This is an optimization exercise on Yosys and OpenROAD, whose aim is small area, a short achievable clock period and few clock cycles per item, not a production implementation.
RTL that was checked went through simulation tests only; none was proved equivalent to the original.
Power and IR drop assume default switching activity.

## main
==> flow/design.v (excerpt) <==
module circle_mask_rect_generator_unit (
  input  logic         clk,
  input  logic         rst_n,
  input  logic         in_valid,
  output logic         in_ready,
  input  logic [7:0]   in_row,
  output logic         out_valid,
  input  logic         out_ready,
  output logic [8:0]   out_x_left,
  output logic [7:0]   out_y_top,
  output logic [8:0]   out_x_right,
  output logic [7:0]   out_y_bottom,
  output logic         out_last_of_batch,
  input  logic         cfg_valid,
  output logic         cfg_ready,
  input  logic [1:0]   cfg_index,
  input  logic [13:0]  cfg_data
);
  logic signed [13:0] cx_r, cy_r;
  logic [11:0]        rad_r;
  logic [7:0] top_r, bot_r;
  logic       act_r, closed_r, open_r, band_r, wr_d;
  logic       r0_v;
  logic [7:0] y_r;
  logic       f_is0, f_inb, f_last, f_band, f_stale;
  logic       f_same, f_nxt;      
  logic       bdone_r, rph_r, have_r;
  logic               tv_r, dm_r;
  logic [7:0]         ty_r;
  logic signed [13:0] q_r;       
  logic               t_prep, t_hor;
  logic [3:0]         hcnt_r;
  logic [24:0]        hb_r;      
  logic               hbit_r;
  logic sel_clr, sel_clry, sel_prep, sel_hor, sel_move, sel_step, sel_conv;
  ...
Size: ~2700 cells after synthesis, ~310 flip-flops, roughly 67 I/O pins.
export LEC_CHECK = 0
export CAP_MARGIN = 20
export CORE_MARGIN = 2
export CORE_UTILIZATION = 40
export SLEW_MARGIN = 20
create_clock -name core_clock -period 8.0 [get_ports {clk}]
run.sh (not shown) runs the stock make flow with config.mk's settings and CLKGATE_MAP_FILE= SYNTH_SCRIPT=/design/flow/synth_recipe.tcl, a recipe that flattens the netlist after the stock synthesis.
Setup changes, main to the feature branch
-- flow/design.v --
<<< main, line 281
  assign q_n  = sel_clr  ? ($signed({2'b00, clr_t, 4'b0000}) + 14'sd16 - cy_r) :
                sel_move ? (q_r + 14'sd16) : q_r;
  logic is0_a, inb_a, last_a, band_a, same_a, nxt_a;
  logic is0_c, inb_c, last_c, band_c2, same_c, nxt_c;
  logic have_c;
  function automatic logic [5:0] classify(input logic [7:0] y, input logic [7:0] top,
      input logic [7:0] bot, input logic act, input logic closed, input logic mv,
      input logic [7:0] t0, input logic [7:0] t1, input logic [7:0] t2);
    logic z, ib, la, bd, sm, nx;
    z  = (y == 8'd0);
    ib = act && (y >= top) && (y < bot);
    la = ({1'b0, y} + 9'd1 == {1'b0, bot});
    bd = z && (closed || (act && ((top != 8'd0) || (bot != 8'd240))));
    sm = mv ? (y == t1) : (y == t0);
    nx = mv ? (y == t2) : (y == t1);
    classify = {z, ib, la, bd, sm, nx};
  endfunction
  assign {is0_a, inb_a, last_a, band_a, same_a, nxt_a} =
      classify(in_row, top_r, bot_r, act_r, closed_r, sel_move, ty_r, ty1, ty2);
  assign {is0_c, inb_c, last_c, band_c2, same_c, nxt_c} =
      classify(y_r, top_r, bot_r, act_r, closed_r, sel_move, ty_r, ty1, ty2);
  assign have_c = have_r || (proc && f_inb && res_ok);
  assign r0v_n   = rst_n && (in_ready ? in_valid : r0_v);
  assign have_n  = rst_n && !done && have_c;
  assign stale_n = wr_d;
  assign is0_n   = acc ? is0_a  : is0_c;
  assign inb_n   = acc ? inb_a  : inb_c;
  assign last_n  = acc ? last_a : last_c;
  assign band_n  = acc ? band_a : band_c2;
  assign same_n  = acc ? same_a : same_c;
  assign nxt_n   = acc ? nxt_a  : nxt_c;
  function automatic logic [6:0] decode(
      input logic prep, input logic hor, input logic need, input logic have,
>>> the feature branch, line 281
  assign q_n  = sel_clr  ? ($signed({2'b00, clr_t, 4'b0000}) + 14'sd16 - cy_r) :
                sel_move ? (q_r + 14'sd16) : q_r;
  assign r0v_n   = rst_n && (in_ready ? in_valid : r0_v);
  assign have_n  = rst_n && !done && (have_r || (proc && f_inb && res_ok));
  assign stale_n = wr_d;
  assign is0_n   = (yn == 8'd0);
  assign inb_n   = act_r && (yn >= top_r) && (yn < bot_r);
  assign last_n  = ({1'b0, yn} + 9'd1 == {1'b0, bot_r});
  assign band_n  = is0_n && (closed_r || (act_r && ((top_r != 8'd0) || (bot_r != 8'd240))));
  assign same_n  = sel_move ? (yn == ty1) : (yn == ty_r);
  assign nxt_n   = sel_move ? (yn == ty2) : (yn == ty1);
  function automatic logic [6:0] decode(
      input logic prep, input logic hor, input logic need, input logic have,
<<< main, line 341
    decode = {clr, clry, prep, hor, mv, stp, cnv};
  endfunction
  logic       nc_n, bg_n, need_a, need_c;
  logic [6:0] da0, da1, db0, db1, dc0, dc1, dec_n;
  assign nc_n   = !dm_n && !q_n[13];
  assign bg_n   = band_r && !cfg_wr && !wr_d;
  assign need_a = inb_a && !stale_n;
  assign need_c = r0_v && inb_c && !stale_n;
  assign da0 = decode(prep_n, hor_n, need_a, 1'b0, tv_n, same_a, nxt_a, 1'b0, nc_n, bg_n);
  assign da1 = decode(prep_n, hor_n, need_a, 1'b0, tv_n, same_a, nxt_a, 1'b1, nc_n, bg_n);
  assign db0 = decode(prep_n, hor_n, 1'b0,   1'b0, tv_n, 1'b0,   1'b0,  1'b0, nc_n, bg_n);
  assign db1 = decode(prep_n, hor_n, 1'b0,   1'b0, tv_n, 1'b0,   1'b0,  1'b1, nc_n, bg_n);
  assign dc0 = decode(prep_n, hor_n, need_c, have_c, tv_n, same_c, nxt_c, 1'b0, nc_n, bg_n);
  assign dc1 = decode(prep_n, hor_n, need_c, have_c, tv_n, same_c, nxt_c, 1'b1, nc_n, bg_n);
  always_comb begin
    if (!rst_n)             dec_n = '0;
    else if (acc)           dec_n = (cvn_l && cvn_r) ? da1 : da0;
    else if (in_ready)      dec_n = (cvn_l && cvn_r) ? db1 : db0;
    else                    dec_n = (cvn_l && cvn_r) ? dc1 : dc0;
  end
  always_ff @(posedge clk) begin
    if (!rst_n) begin
>>> the feature branch, line 321
    decode = {clr, clry, prep, hor, mv, stp, cnv};
  endfunction
  logic       need_n, nc_n, bg_n;
  logic [6:0] dec0, dec1, dec_n;
  assign need_n = r0v_n && inb_n && !stale_n;
  assign nc_n   = !dm_n && !q_n[13];
  assign bg_n   = band_r && !cfg_wr && !wr_d;
  assign dec0   = decode(prep_n, hor_n, need_n, have_n, tv_n, same_n, nxt_n, 1'b0, nc_n, bg_n);
  assign dec1   = decode(prep_n, hor_n, need_n, have_n, tv_n, same_n, nxt_n, 1'b1, nc_n, bg_n);
  assign dec_n  = (cvn_l && cvn_r) ? dec1 : dec0;
  always_ff @(posedge clk) begin
    if (!rst_n) begin
==> comparison <==
- main → the feature branch: overall power went up, design area went down, synthesized cell count has decreased, combinational group share of total power has decreased.
- Clock skew after layout delta (main -> the feature branch): insignificant
- Looking at largest net degree at the start of global routing, the feature branch sits 9.9% above main.
- On critical path depth in cells: the feature branch sits below main.
Testbench counts of the feature branch, summed over its fixed seeds: cycles 18,297, rows 11,528.
The RTL of main was laid out without a check of its function.

* * *

RTL: one of the versions met above, not the one the previous note started from.
For scale: ~0.023 mm^2 of cells after synthesis.
Settings: LEC_CHECK=0, CAP_MARGIN=20, CORE_MARGIN=2, CORE_UTILIZATION=40, SETUP_SLACK_MARGIN=3.5, SLEW_MARGIN=20; clock period 8.0 ns.
The first run finished clean.
Testbench counts at the start, summed over its fixed seeds: cycles 18,297, rows 11,528.
Rerun with:
--- a/flow/design.v
+++ b/flow/design.v
@@ -276,23 +276,43 @@
       prep_n = 1'b0;
       hor_n  = 1'b0;
     end
   end
   assign ty_n = sel_clr ? clr_t : sel_move ? ty1 : ty_r;
   assign q_n  = sel_clr  ? ($signed({2'b00, clr_t, 4'b0000}) + 14'sd16 - cy_r) :
                 sel_move ? (q_r + 14'sd16) : q_r;
+  logic is0_a, inb_a, last_a, band_a, same_a, nxt_a;
+  logic is0_c, inb_c, last_c, band_c2, same_c, nxt_c;
+  logic have_c;
+  function automatic logic [5:0] classify(input logic [7:0] y, input logic [7:0] top,
+      input logic [7:0] bot, input logic act, input logic closed, input logic mv,
+      input logic [7:0] t0, input logic [7:0] t1, input logic [7:0] t2);
+    logic z, ib, la, bd, sm, nx;
+    z  = (y == 8'd0);
+    ib = act && (y >= top) && (y < bot);
+    la = ({1'b0, y} + 9'd1 == {1'b0, bot});
+    bd = z && (closed || (act && ((top != 8'd0) || (bot != 8'd240))));
+    sm = mv ? (y == t1) : (y == t0);
+    nx = mv ? (y == t2) : (y == t1);
+    classify = {z, ib, la, bd, sm, nx};
+  endfunction
+  assign {is0_a, inb_a, last_a, band_a, same_a, nxt_a} =
+      classify(in_row, top_r, bot_r, act_r, closed_r, sel_move, ty_r, ty1, ty2);
+  assign {is0_c, inb_c, last_c, band_c2, same_c, nxt_c} =
+      classify(y_r, top_r, bot_r, act_r, closed_r, sel_move, ty_r, ty1, ty2);
+  assign have_c = have_r || (proc && f_inb && res_ok);
   assign r0v_n   = rst_n && (in_ready ? in_valid : r0_v);
-  assign have_n  = rst_n && !done && (have_r || (proc && f_inb && res_ok));
+  assign have_n  = rst_n && !done && have_c;
   assign stale_n = wr_d;
-  assign is0_n   = (yn == 8'd0);
-  assign inb_n   = act_r && (yn >= top_r) && (yn < bot_r);
-  assign last_n  = ({1'b0, yn} + 9'd1 == {1'b0, bot_r});
-  assign band_n  = is0_n && (closed_r || (act_r && ((top_r != 8'd0) || (bot_r != 8'd240))));
-  assign same_n  = sel_move ? (yn == ty1) : (yn == ty_r);
-  assign nxt_n   = sel_move ? (yn == ty2) : (yn == ty1);
+  assign is0_n   = acc ? is0_a  : is0_c;
+  assign inb_n   = acc ? inb_a  : inb_c;
+  assign last_n  = acc ? last_a : last_c;
+  assign band_n  = acc ? band_a : band_c2;
+  assign same_n  = acc ? same_a : same_c;
+  assign nxt_n   = acc ? nxt_a  : nxt_c;
   function automatic logic [6:0] decode(
       input logic prep, input logic hor, input logic need, input logic have,
       input logic tv, input logic same, input logic nxt, input logic cvb_i, input logic nc,
       input logic bg);
     logic clr, clry, mv, stp, cnv, rel;
     rel  = tv && (same || nxt);
     clr  = 1'b0;
@@ -316,22 +336,32 @@
     end else if (!tv) begin
       clr = bg;
     end else begin
       stp = !cvb_i;
     end
     decode = {clr, clry, prep, hor, mv, stp, cnv};
   endfunction
-  logic       need_n, nc_n, bg_n;
-  logic [6:0] dec0, dec1, dec_n;
-  assign need_n = r0v_n && inb_n && !stale_n;
+  logic       nc_n, bg_n, need_a, need_c;
+  logic [6:0] da0, da1, db0, db1, dc0, dc1, dec_n;
   assign nc_n   = !dm_n && !q_n[13];
   assign bg_n   = band_r && !cfg_wr && !wr_d;
-  assign dec0   = decode(prep_n, hor_n, need_n, have_n, tv_n, same_n, nxt_n, 1'b0, nc_n, bg_n);
-  assign dec1   = decode(prep_n, hor_n, need_n, have_n, tv_n, same_n, nxt_n, 1'b1, nc_n, bg_n);
-  assign dec_n  = (cvn_l && cvn_r) ? dec1 : dec0;
+  assign need_a = inb_a && !stale_n;
+  assign need_c = r0_v && inb_c && !stale_n;
+  assign da0 = decode(prep_n, hor_n, need_a, 1'b0, tv_n, same_a, nxt_a, 1'b0, nc_n, bg_n);
+  assign da1 = decode(prep_n, hor_n, need_a, 1'b0, tv_n, same_a, nxt_a, 1'b1, nc_n, bg_n);
+  assign db0 = decode(prep_n, hor_n, 1'b0,   1'b0, tv_n, 1'b0,   1'b0,  1'b0, nc_n, bg_n);
+  assign db1 = decode(prep_n, hor_n, 1'b0,   1'b0, tv_n, 1'b0,   1'b0,  1'b1, nc_n, bg_n);
+  assign dc0 = decode(prep_n, hor_n, need_c, have_c, tv_n, same_c, nxt_c, 1'b0, nc_n, bg_n);
+  assign dc1 = decode(prep_n, hor_n, need_c, have_c, tv_n, same_c, nxt_c, 1'b1, nc_n, bg_n);
+  always_comb begin
+    if (!rst_n)             dec_n = '0;
+    else if (acc)           dec_n = (cvn_l && cvn_r) ? da1 : da0;
+    else if (in_ready)      dec_n = (cvn_l && cvn_r) ? db1 : db0;
+    else                    dec_n = (cvn_l && cvn_r) ? dc1 : dc0;
+  end
   always_ff @(posedge clk) begin
     if (!rst_n) begin
       cx_r       <= 14'sd2048;
       cy_r       <= 14'sd1920;
       rad_r      <= 12'd2968;
       run_open_r <= 1'b0;
       p_v        <= 1'b0;
After rerunning:
- synthesized cell count went up slightly
- cell area went down slightly
- wire length went down by a few percent
- flip-flop and latch count does not change
- power went down by a few percent
- utilization went down by 0.72 points
- sequential power is about the same
- via count went down slightly
- maximum frequency went down by a few percent
The RTL of the second run of this note was laid out without a check of its function.

* * *

circle_mask_rect_generator_unit, a different RTL version from the one above (not shown whole).
Size: roughly 310 flip-flops, about 67 I/O pins, about 23000 µm² of cells after synthesis.
// circle_mask_rect_generator_unit
module circle_mask_rect_generator_unit (
  input  logic         clk,
  input  logic         rst_n,
  input  logic         in_valid,
  output logic         in_ready,
  input  logic [7:0]   in_row,
  output logic         out_valid,
  input  logic         out_ready,
  output logic [8:0]   out_x_left,
  output logic [7:0]   out_y_top,
  output logic [8:0]   out_x_right,
  output logic [7:0]   out_y_bottom,
  output logic         out_last_of_batch,
  input  logic         cfg_valid,
  output logic         cfg_ready,
  input  logic [1:0]   cfg_index,
  input  logic [13:0]  cfg_data
);
  logic signed [13:0] cx_r, cy_r;
  logic [11:0]        rad_r;
  logic [7:0] top_r, bot_r;
  logic       act_r, closed_r, open_r, band_r, wr_d;
  logic       r0_v;
  logic [7:0] y_r;
  logic       f_is0, f_inb, f_last, f_band, f_stale;
  logic       f_same, f_nxt;      
  logic       bdone_r, rph_r, have_r;
  logic               tv_r, dm_r;
  logic [7:0]         ty_r;
  logic signed [13:0] q_r;       
  logic               t_prep, t_hor;
  logic [3:0]         hcnt_r;
  logic [24:0]        hb_r;      
  logic               hbit_r;
  logic sel_clr, sel_clry, sel_prep, sel_hor, sel_move, sel_step, sel_conv;
  logic [3:0] o_rr;    
  logic       run_open_r;
  ...
clock: 8.0 ns
lec_check: 0
abc_area: 1
cap_margin: 20
core_margin: 2
core_utilization: 40
setup_slack_margin: 3.5
slew_margin: 20
The baseline ran to the end with no violations.
Testbench counts at the start, summed over its fixed seeds: cycles 18,297, rows 11,528.
==> next run, changes <==
--- a/flow/design.v
+++ b/flow/design.v
@@ -10,61 +10,67 @@
   input  logic               sel_clr,    
   input  logic               sel_prep,   
   input  logic               sel_hor,    
   input  logic               sel_move,   
   input  logic               sel_step,   
   input  logic               sel_conv,   
+  input  logic               fuse_ok,    
   input  logic               dm,         
   input  logic               dm_nxt,
   input  logic signed [24:0] dq,
   input  logic signed [24:0] hx,
   input  logic               hc,
   input  logic [3:0]         o,
   input  logic signed [10:0] base,
   output logic signed [10:0] e,
   output logic               cv,
   output logic               cv_nxt
 );
-  logic signed [24:0] s_r, xa, s1, s_nxt;
+  logic signed [24:0] s_r, xa, xs, s1, s2, s_nxt;
   logic [7:0]         k_r, k_nxt;
   logic signed [10:0] e_r, e_nxt;
   logic               cv_r;
   logic [24:0]        m32;
   logic [7:0]         o2;
-  logic               stp, k0, k1, kz_nxt, sn;
+  logic               stp, fwd, adv, k0, k1, kz_nxt, sn;
   assign m32 = {8'd0, k_r, o, 5'd0};
   assign o2  = {4'd0, o} * {4'd0, o};
   assign stp = sel_step && !cv_r;
   always_comb begin
     xa = '0;
     if (sel_move)       xa = dq;
     if (stp && !dm)     xa = $signed(m32 + 25'd256);
     if (stp && dm)      xa = $signed(25'd768 - m32);
     if (sel_conv)       xa = $signed(25'd256 - m32);
     if (sel_hor)        xa = hx;
   end
   assign s1 = s_r + xa;
+  assign xs  = dm ? $signed(25'd768 - m32) : $signed(m32 + 25'd256);
+  assign s2  = s_r + dq + xs;
+  assign fwd = sel_move && fuse_ok && (dm ? (!s1[24] && !k0) : s1[24]);
+  assign adv = stp || fwd;
   always_comb begin
     s_nxt = s_r;
     if (sel_prep)                                   s_nxt = $signed({17'd0, o2}) + $signed({24'd0, hc});
+    else if (fwd)                                   s_nxt = s2;
     else if (sel_hor || sel_move || stp || sel_conv) s_nxt = s1;
   end
   always_comb begin
     k_nxt = k_r;
     e_nxt = e_r;
     if (sel_clr) begin
       k_nxt = 8'd0;
       e_nxt = base;
-    end else if (stp) begin
+    end else if (adv) begin
       k_nxt = dm ? (k_r - 8'd1) : (k_r + 8'd1);
       e_nxt = (dm ^ NEG) ? (e_r - 11'sd1) : (e_r + 11'sd1);
     end
   end
   assign k0     = (k_r == 8'd0);
   assign k1     = (k_r == 8'd1);
-  assign kz_nxt = sel_clr || (stp ? (dm && k1) : k0);
+  assign kz_nxt = sel_clr || (adv ? (dm && k1) : k0);
   assign sn     = s_nxt[24];
   assign cv_nxt = dm_nxt ? (sn || kz_nxt) : !sn;
   always_ff @(posedge clk) begin
     s_r  <= s_nxt;
     k_r  <= k_nxt;
     e_r  <= e_nxt;
@@ -105,13 +111,12 @@
   logic signed [13:0] q_r;       
   logic               t_prep, t_hor;
   logic [3:0]         hcnt_r;
   logic [24:0]        hb_r;      
   logic               hbit_r;
   logic sel_clr, sel_clry, sel_prep, sel_hor, sel_move, sel_step, sel_conv;
-  logic [3:0] o_rr;    
   logic       run_open_r;
   logic [7:0] run_t_r, run_b_r;
   logic [8:0] run_l_r, run_r_r;
   logic       p_v, p_e1, p_e2, p_band, p_last;
   logic [7:0] p_a, p_b;
   logic [8:0] p_l, p_r;
@@ -221,30 +226,32 @@
   logic               cvn_l, cvn_r;
   logic signed [24:0] dq, hx;
   logic               hc, dm_n;
   logic signed [13:0] ap, bp;
   logic [7:0]         clr_t;
   assign o_l = cx_r[3:0];
-  assign o_r = o_rr;
+  assign o_r = 4'(-cx_r[3:0]);
   assign fl  = {cx_r[13], cx_r[13:4]};
   assign ce  = fl + {10'd0, (o_l != 4'd0)};
   assign ap = $signed({2'b00, rad_r}) + 14'sd8 - q_r;
   assign bp = 14'sd8 - $signed({2'b00, rad_r}) - q_r;
   assign dq = $signed({{7{q_r[12]}}, q_r[12:0], 5'd0});
   assign hx = !hbit_r ? 25'sd0 : (hcnt_r == 4'd13) ? $signed(~hb_r) : $signed(hb_r);
   assign hc = ap[13];
   assign dm_n = sel_conv ? 1'b1 : sel_clr ? 1'b0 : dm_r;
+  logic fuse_ok;
+  assign fuse_ok = !(proc && f_inb && res_ok && !done);
   cmru_edge_trk #(.NEG(1'b1)) u_trk_l (
     .clk (clk), .sel_clr (sel_clr), .sel_prep (sel_prep), .sel_hor (sel_hor),
-    .sel_move (sel_move), .sel_step (sel_step), .sel_conv (sel_conv),
+    .sel_move (sel_move), .sel_step (sel_step), .sel_conv (sel_conv), .fuse_ok (fuse_ok),
     .dm (dm_r), .dm_nxt (dm_n), .dq (dq), .hx (hx), .hc (hc), .o (o_l), .base (fl),
     .e (e_l), .cv (cv_l), .cv_nxt (cvn_l)
   );
   cmru_edge_trk #(.NEG(1'b0)) u_trk_r (
     .clk (clk), .sel_clr (sel_clr), .sel_prep (sel_prep), .sel_hor (sel_hor),
-    .sel_move (sel_move), .sel_step (sel_step), .sel_conv (sel_conv),
+    .sel_move (sel_move), .sel_step (sel_step), .sel_conv (sel_conv), .fuse_ok (fuse_ok),
     .dm (dm_r), .dm_nxt (dm_n), .dq (dq), .hx (hx), .hc (hc), .o (o_r), .base (ce),
     .e (e_r), .cv (cv_r), .cv_nxt (cvn_r)
   );
   assign lx = e_l[10] ? 9'd0 : (e_l > 11'sd256) ? 9'd256 : e_l[8:0];
   assign rx = e_r[10] ? 9'd0 : (e_r > 11'sd256) ? 9'd256 : e_r[8:0];
   logic               tv_n, prep_n, hor_n, have_n, r0v_n, stale_n;
@@ -373,13 +380,12 @@
     t_prep  <= prep_n;
     t_hor   <= hor_n;
     ty_r    <= ty_n;
     q_r     <= q_n;
     dm_r    <= dm_n;
     top_r    <= top_c;
-    o_rr     <= 4'(-cx_r[3:0]);
     bot_r    <= bot_c;
     act_r    <= act_c;
     closed_r <= closed_c;
     open_r   <= open_c;
     band_r   <= act_c && (top_c < bot_c);
     wr_d     <= cfg_wr;
Result: Global-route usage climbs by 3.3 points. Sequential cell count came out lower by 4. Wire length rose by 32%. Power grows by 13%. Hold slack is about the same.
Only the layout flow was run in the second run of this note; the RTL was not checked for function there.

afterwards: timing with drivers on the ports:
Ports are ideal in the flow. The routed layouts listed here were re-timed in OpenROAD. Step 1 (the two cells are an assumption about what drives the block):
set clk [get_ports {clk}]
set_driving_cell -lib_cell sky130_fd_sc_hd__clkbuf_16 $clk
set_driving_cell -lib_cell sky130_fd_sc_hd__buf_2 [delete_from_list [all_inputs] $clk]
Step 2 adds t to the input delays and takes it off the output delays; t is the mean of the earliest and latest rising clock arrival at the registers after step 1. Input paths then give back, and output paths get back, about the clock's delay inside the block. Slacks: ideal / step 1 / step 2; pairs: ideal / step 1.
run	shift t [ns]	slack for setup (ns)	worst setup path after step 2	pins driven straight from the clock port
main	0.617	1.765 / 1.765 / 1.765	register to register	1
the feature branch	0.611	1.736 / 1.769 / 1.157	input to register	1
the first run of note 2	0.627	3.162 / 3.167 / 2.541	input to register	1
the second run of note 2	0.600	2.981 / 2.981 / 2.981	register to register	1
the first run of note 3	0.629	3.412 / 3.389 / 2.983	input to register	1
the second run of note 3	0.643	3.388 / 3.335 / 2.831	input to register	1
After both steps every run listed still meets setup and hold. For the first run of note 2, which loses most, drivers alone change the setup slack by +0.005 ns; drivers and shift together by -0.621 ns.
